Context: an optimization exercise on an open-source flow, tuned for small area, a short achievable clock period and few clock cycles per item. The choices shown serve that exercise and are no tape-out recipe. In this exercise RTL edits were held to simulation tests only and were not proved equivalent to the original. Power figures rest on the tool's default switching activity, not on a simulated workload.

## run A
## streaming_top_n_selector
module streaming_top_n_selector (
   input  logic        clock,
   input  logic        reset,
   input  logic        csr_we,
   input  logic [4:0]  csr_wdata,
   input  logic        req_tvalid,
   output logic        req_tready,
   input  logic [47:0] req_tdata,
   input  logic        req_tlast,
   output logic        rsp_tvalid,
   input  logic        rsp_tready,
   output logic [47:0] rsp_tdata,
   output logic        rsp_tlast
);
For scale: roughly 3800 cells after synthesis, about 110 I/O pins, roughly 42000 µm² of cells after synthesis.
export LEC_CHECK = 0
export CAP_MARGIN = 20
export CORE_MARGIN = 2
export CORE_UTILIZATION = 40
export SLEW_MARGIN = 20
create_clock -name core_clock -period 6.0 [get_ports {clock}]
run.sh (not shown) runs the stock make flow with config.mk's settings and CLKGATE_MAP_FILE= SYNTH_SCRIPT=/design/flow/synth_recipe.tcl, a recipe that flattens the netlist after the stock synthesis.
Run A closes out successfully: all stages finished, all timing, DRC and antenna checks passed.
Testbench counts of run A, summed over its fixed seeds: cycles 7,666, items 5,341.
diff inputs: run A => run B
diff --git a/flow/config.mk b/flow/config.mk
--- a/flow/config.mk
+++ b/flow/config.mk
@@ -10,2 +10,3 @@
 export CORE_UTILIZATION = 40
+export SETUP_SLACK_MARGIN = 1.0
 export SLEW_MARGIN = 20
## What came out
- Run B finished all stages; the layout is clean.
- Run B vs. run A: worst hold slack decreased 0.0034 ns, number of cells on the critical path increased 1, non-clock buffer count increased 13%, global-route usage decreased 0.31 points.
- Against run A, run B comes in 0.93 points higher on core utilization.
- | wire length after detailed routing | run B vs run A | ≈ equal |
- Total clock buffers created by CTS ended up 1 lower on run B than on run A.
- Placed instance count: run A vs run B — no meaningful difference

Setup of run 1:
Another version of the RTL of streaming_top_n_selector (not shown whole).
For scale: about 6100 cells after synthesis, about 710 flip-flops, roughly 110 I/O pins, about 44000 µm² of cells after synthesis.
// streaming_top_n_selector
module streaming_top_n_selector (
   input  logic        clock,
   input  logic        reset,
   input  logic        csr_we,
   input  logic [4:0]  csr_wdata,
   input  logic        req_tvalid,
   output logic        req_tready,
   input  logic [47:0] req_tdata,
   input  logic        req_tlast,
   output logic        rsp_tvalid,
   input  logic        rsp_tready,
   output logic [47:0] rsp_tdata,
   output logic        rsp_tlast
);
export LEC_CHECK = 0
export ABC_AREA = 1
export CAP_MARGIN = 20
export CORE_MARGIN = 2
export CORE_UTILIZATION = 40
export SETUP_SLACK_MARGIN = 1.5
export SLEW_MARGIN = 20
create_clock -name core_clock -period 6.0 [get_ports {clock}]
Having completed the whole flow, run 1 delivered a layout that passed the timing, DRC and antenna checks.
Testbench counts of run 1, summed over its fixed seeds: cycles 5,636, items 5,341.
### run 1 -> run 2
Settings: TNS_END_PERCENT now 30, previously not set.
Results
From run 1 to run 2 the numbers moved as follows: core utilization moved down; synthesized area level; largest driver fanout on the critical path higher; initial antenna violation count +1.
diff inputs: run 2 => run 3
Settings: removing TNS_END_PERCENT (formerly 30); setting CTS_BUF_LIST to sky130_fd_sc_hd__clkbuf_4 for the first time.
==> comparison <==
- The share of total power in combinational logic in run 3 sits 1.1 points above the value recorded for run 2.
- Run 2 → run 3: worst hold slack went down by 0.0091 ns; combined area of the multi-input logic cells increased about 1.2%.
- On wire length, run 2 loses to run 3.
- On run 3: switching part of the total is 1.7 points higher than what run 2 gave.

## cedar
Starting RTL as in the previous note.
make LEC_CHECK=0 ABC_AREA=1 CAP_MARGIN=20 CORE_MARGIN=2 CORE_UTILIZATION=40 SETUP_SLACK_MARGIN=1.75 SLEW_MARGIN=20 finish   # period 6.0 ns
The final layout from cedar, which completed every stage, passed the timing, DRC and antenna checks at the end of the flow.
Testbench counts of cedar, summed over its fixed seeds: cycles 5,636, items 5,341.
What pepper does differently from cedar at the input level:
- SETUP_SLACK_MARGIN now 1.6, was 1.75
Notes after the runs:
Delta (pepper minus cedar): final worst-path setup slack went down 42 ps, core occupancy in the finished layout fell 1.3 points.
Between cedar and pepper, the cell count went down.
cedar → pepper: post-placement worst setup slack went up by 73 ps, number of clock buffers in the layout went up by 1, reported clock group power went down by about 3%, estimated wirelength of the detail-placed design was more or less identical, die outline width was more or less identical.
Met2 global-route usage: pepper lower than cedar
diff inputs: pepper => juniper
- SETUP_SLACK_MARGIN changed from 1.6 to 1.5
- CORE_UTILIZATION changed from 40 to 55
Taking pepper as the reference, in juniper length of the first detailed-routing pass in iterations went up; post-route standard cell area excluding fillers did not really move; overall track demand over capacity in global routing went up. When juniper is set beside pepper, its amount of wire on met2 after detailed routing turns out to be 9.3% smaller. Compared with pepper, juniper shows a higher peak supply drop. Taking pepper over juniper, the wire length reported by the detailed router ratio works out to 1.06. On growth of design area from synthesis to finish, pepper and juniper are basically level. Number of clock buffers in the layout went down by a little under 10% going from pepper to juniper. Of pepper and juniper, the higher slew at the pin closest to its max-slew limit belongs to pepper.
[inputs] lagoon vs juniper
- a change of SETUP_SLACK_MARGIN from 1.5 to 1.4
- a change of CORE_UTILIZATION from 55 to 40
[summary]
- When lagoon is set beside juniper, its later-pin clock latency in the skew report turns out to be 50 ps larger.
- Going from juniper to lagoon, post-route minimum period shows an increase of 53 ps, final area -2.7%.
- juniper -> lagoon: count of plain and timing-repair buffers in the layout decreased by more than a quarter

what the ideal ports hide:
How much do the figures lean on ideal ports? The routed layouts below were timed once more, with nothing changed but the port constraints. Step 1 sets driving cells, clkbuf_16 on the clock port and buf_2 on the other inputs (assumed; they add their load-dependent delay and slew). Step 2 also shifts input and output timing later by t, the mid clock arrival at the registers, as if the neighbouring blocks saw the same clock. a / b / c = ideal ports / drivers / drivers and shift; a / b = the first two.
run	t, ns	slack for setup (ns)	worst setup path after step 2	worst register clock-pin slew, ns	worst data-port slew with drivers (ns)
run A	0.736	0.281 / 0.281 / -0.170	input to register	0.07 / 0.07	0.06
run B	0.729	0.962 / 0.962 / 0.360	input to register	0.07 / 0.07	0.07
run 1	0.756	1.372 / 1.295 / 0.843	input to register	0.07 / 0.07	0.10
run 2	0.751	1.273 / 1.198 / 0.851	input to register	0.06 / 0.06	0.09
run 3	1.222	1.076 / 1.003 / 0.197	input to register	0.08 / 0.08	0.10
cedar	0.748	1.461 / 1.388 / 1.103	input to register	0.07 / 0.07	0.08
pepper	0.748	1.420 / 1.348 / 0.924	input to register	0.07 / 0.07	0.08
juniper	0.720	1.371 / 1.300 / 0.816	input to register	0.07 / 0.07	0.06
lagoon	0.748	1.318 / 1.247 / 0.692	input to register	0.07 / 0.07	0.09
With both steps, setup timing fails in run A, where it was met with ideal ports. For run 3, which loses most, drivers alone change the setup slack by -0.073 ns; drivers and shift together by -0.879 ns.
